Background: an optimization exercise with open tools, aiming at small area and a short achievable clock period. Do not read the settings as production practice. The RTL was checked by simulation tests, not by an equivalence proof against the original design.

## the reference run
Design mult_sched, start of the top module:
module mult_sched
#(
    parameter int NREQ = 4,
    parameter int LAT  = 1
) (
    input  logic                      pclk,
    input  logic                      reset,
    input  logic [NREQ-1:0]           req_valid,
    output logic [NREQ-1:0]           req_ready,
    input  logic [NREQ*A_W-1:0]       req_a,
    input  logic [NREQ*B_W-1:0]       req_b,
    input  logic [NREQ-1:0]           req_mask,
    output logic                      rsp_valid,
    output logic [$clog2(NREQ)-1:0]   rsp_id,
    output logic [P_W-1:0]            rsp_data,
    output logic                      busy
);
For scale: ~110 flip-flops, about 320 I/O pins, ~0.025 sq mm of cells after synthesis.
==> flow/config.mk <==
export PLATFORM = sky130hd
export DESIGN_NAME = mult_sched
export DESIGN_NICKNAME = mult_sched
export VERILOG_FILES = /design/flow/design.v
export SDC_FILE = /design/flow/constraint.sdc
export NUM_CORES = 4
export LEC_CHECK = 0
export ABC_AREA = 1
export CAP_MARGIN = 20
export CORE_MARGIN = 2
export CORE_UTILIZATION = 40
export SLEW_MARGIN = 20
==> flow/constraint.sdc <==
create_clock -name core_clock -period 15.0 [get_ports {pclk}]
set_input_delay 3.0000 -clock core_clock [delete_from_list [all_inputs] [get_ports {pclk}]]
set_output_delay 3.0000 -clock core_clock [all_outputs]
set_load 0.01 [all_outputs]
standard.sh (not shown) runs the stock make flow with config.mk's settings and CLKGATE_MAP_FILE= SYNTH_SCRIPT=/design/flow/synth_recipe.tcl, a recipe that flattens the netlist after the stock synthesis.
==> flow/flow/run.sh <==
#!/bin/bash
# Layout: the standard flow (standard.sh) with these changes to how it is made:
#  - synthesis maps logic with an area-oriented ABC script (flow/abc_area.script, picked
#    through ABC_AREA=1 from a copy of the ORFS scripts folder);
#  - the port buffers that placement inserts on every input and output are buf_1 cells;
#  - timing repair aims for a larger setup margin up to clock tree synthesis, and a
#    smaller one after global routing.
# Each tool's output goes to its own log under orfs/logs/; make's output to run_make*.log.
set -euo pipefail
rm -rf scripts_own
cp -r "$FLOW_HOME/scripts" scripts_own
cp flow/abc_area.script scripts_own/abc_area.script
BUF="BUFFER_PORTS_ARGS=-buffer_cell sky130_fd_sc_hd__buf_1"
bash standard.sh SCRIPTS_DIR="$PWD/scripts_own" SETUP_SLACK_MARGIN=6.5 "$BUF" cts > run_make_cts.log 2>&1
bash standard.sh SCRIPTS_DIR="$PWD/scripts_own" SETUP_SLACK_MARGIN=6.0 "$BUF" > run_make.log 2>&1
==> flow/flow/abc_area.script <==
strash
dch
amap
topo
stime -c
buffer -c
upsize -c
dnsize -c
Edits applied to the flow inputs when going from the reference run to the trial run:
==> flow/flow/run.sh <==
#!/bin/bash
# Layout: the standard flow (standard.sh) with three changes to how it is made:
#  - synthesis maps logic with an area-oriented ABC script (flow/abc_area.script, picked
#    through ABC_AREA=1 from a copy of the ORFS scripts folder);
#  - the port buffers that placement inserts on every input and output are buf_1 cells;
#  - timing repair aims for a larger setup margin.
# Each tool's output goes to its own log under orfs/logs/; make's output to run_make.log.
set -euo pipefail
rm -rf scripts_own
cp -r "$FLOW_HOME/scripts" scripts_own
cp flow/abc_area.script scripts_own/abc_area.script
bash standard.sh SCRIPTS_DIR="$PWD/scripts_own" SETUP_SLACK_MARGIN=6.5 \
    "BUFFER_PORTS_ARGS=-buffer_cell sky130_fd_sc_hd__buf_1" > run_make.log 2>&1
Notes after the runs:
Result for the trial run and the reference run: all clean
Number of nets in the layout ended up 80 higher on the trial run than on the reference run.
Going from the reference run to the trial run, met3 wire length grew by more than 10%.
Fmax | the trial run vs the reference run | the trial run faster
Looking at buffer count excluding the clock tree in the final layout, the trial run sits above the reference run.


run a:
Another version of the RTL of mult_sched (not shown whole).
Size: ~3100 cells after synthesis, about 320 I/O pins, about 25000 sq um of cells after synthesis.
export LEC_CHECK = 0
export ABC_AREA = 1
export CAP_MARGIN = 20
export CORE_MARGIN = 2
export CORE_UTILIZATION = 50
export SLEW_MARGIN = 20
export SYNTH_HIERARCHICAL = 1
export SYNTH_MINIMUM_KEEP_SIZE = 0
create_clock -name core_clock -period 15.0 [get_ports {pclk}]
==> flow/flow/run.sh <==
#!/bin/bash
# Layout: the standard flow (standard.sh) with these changes to how it is made:
#  - synthesis maps logic with an area-oriented ABC script (flow/abc_area.script, picked
#    through ABC_AREA=1 from a copy of the ORFS scripts folder);
#  - the port buffers that placement inserts on every input and output are buf_1 cells;
#  - timing repair aims for a larger setup margin up to clock tree synthesis, and a
#    smaller one after global routing.
# Each tool's output goes to its own log under orfs/logs/; make's output to run_make*.log.
set -euo pipefail
rm -rf scripts_own
cp -r "$FLOW_HOME/scripts" scripts_own
cp flow/abc_area.script scripts_own/abc_area.script
BUF="BUFFER_PORTS_ARGS=-buffer_cell sky130_fd_sc_hd__buf_1"
bash standard.sh SCRIPTS_DIR="$PWD/scripts_own" SETUP_SLACK_MARGIN=7.0 "$BUF" cts > run_make_cts.log 2>&1
bash standard.sh SCRIPTS_DIR="$PWD/scripts_own" SETUP_SLACK_MARGIN=6.6 "$BUF" > run_make.log 2>&1
Scripts as last shown in full above: flow/flow/abc_area.script
> inputs changed (run a -> run b)
-- flow/flow/run.sh --
<<< run a, line 14
bash standard.sh SCRIPTS_DIR="$PWD/scripts_own" SETUP_SLACK_MARGIN=7.0 "$BUF" cts > run_make_cts.log 2>&1
bash standard.sh SCRIPTS_DIR="$PWD/scripts_own" SETUP_SLACK_MARGIN=6.6 "$BUF" > run_make.log 2>&1
>>> run b, line 14
bash standard.sh SCRIPTS_DIR="$PWD/scripts_own" SETUP_SLACK_MARGIN=7.15 "$BUF" cts > run_make_cts.log 2>&1
bash standard.sh SCRIPTS_DIR="$PWD/scripts_own" SETUP_SLACK_MARGIN=6.75 "$BUF" > run_make.log 2>&1
## What came out
- Against run a, run b comes in 3.6 ps lower on worst hold slack across all endpoints.
- Of run a and run b, run a shows the lower routed length on met3, with run b above it.
- On post-route standard cell area excluding fillers: run b sits above run a.
- | share of layout cells above drive strength 1 | run b vs run a | 1.4 points higher |
- Looking at met1 usage, run b sits 4.2 points above run a.
- Run b against run a: flop-to-flop setup slack grew by 80 ps.

==> static timing again, ports no longer ideal <==
The results above use ideal ports. As a check the final layouts listed here were re-extracted and re-timed, cells and wires unchanged. Step 1, drivers: a clkbuf_16 drives pclk and a buf_2 each remaining input, both assumed. Step 2 also shifts input and output timing later by t, the mid clock arrival at the registers, as if the neighbouring blocks saw the same clock. Slacks: no drivers / after step 1 / after step 2; pairs: no drivers / after step 1.
run	t, ns	slack for setup (ns)	worst setup path at the end	worst register clock-pin slew, ns	cell pins on the clock port's net
the reference run	0.459	6.365 / 6.398 / 5.939	input to register	0.09 / 0.09	1
the trial run	0.455	6.509 / 6.545 / 6.090	input to register	0.09 / 0.09	1
run a	0.579	6.896 / 6.932 / 6.353	input to register	0.08 / 0.08	1
run b	0.585	6.943 / 6.987 / 6.401	input to register	0.08 / 0.08	1
After both steps setup and hold are still met in every run listed. The setup slack of run a, which loses most, moves by +0.036 ns with the drivers and by -0.543 ns with both steps.
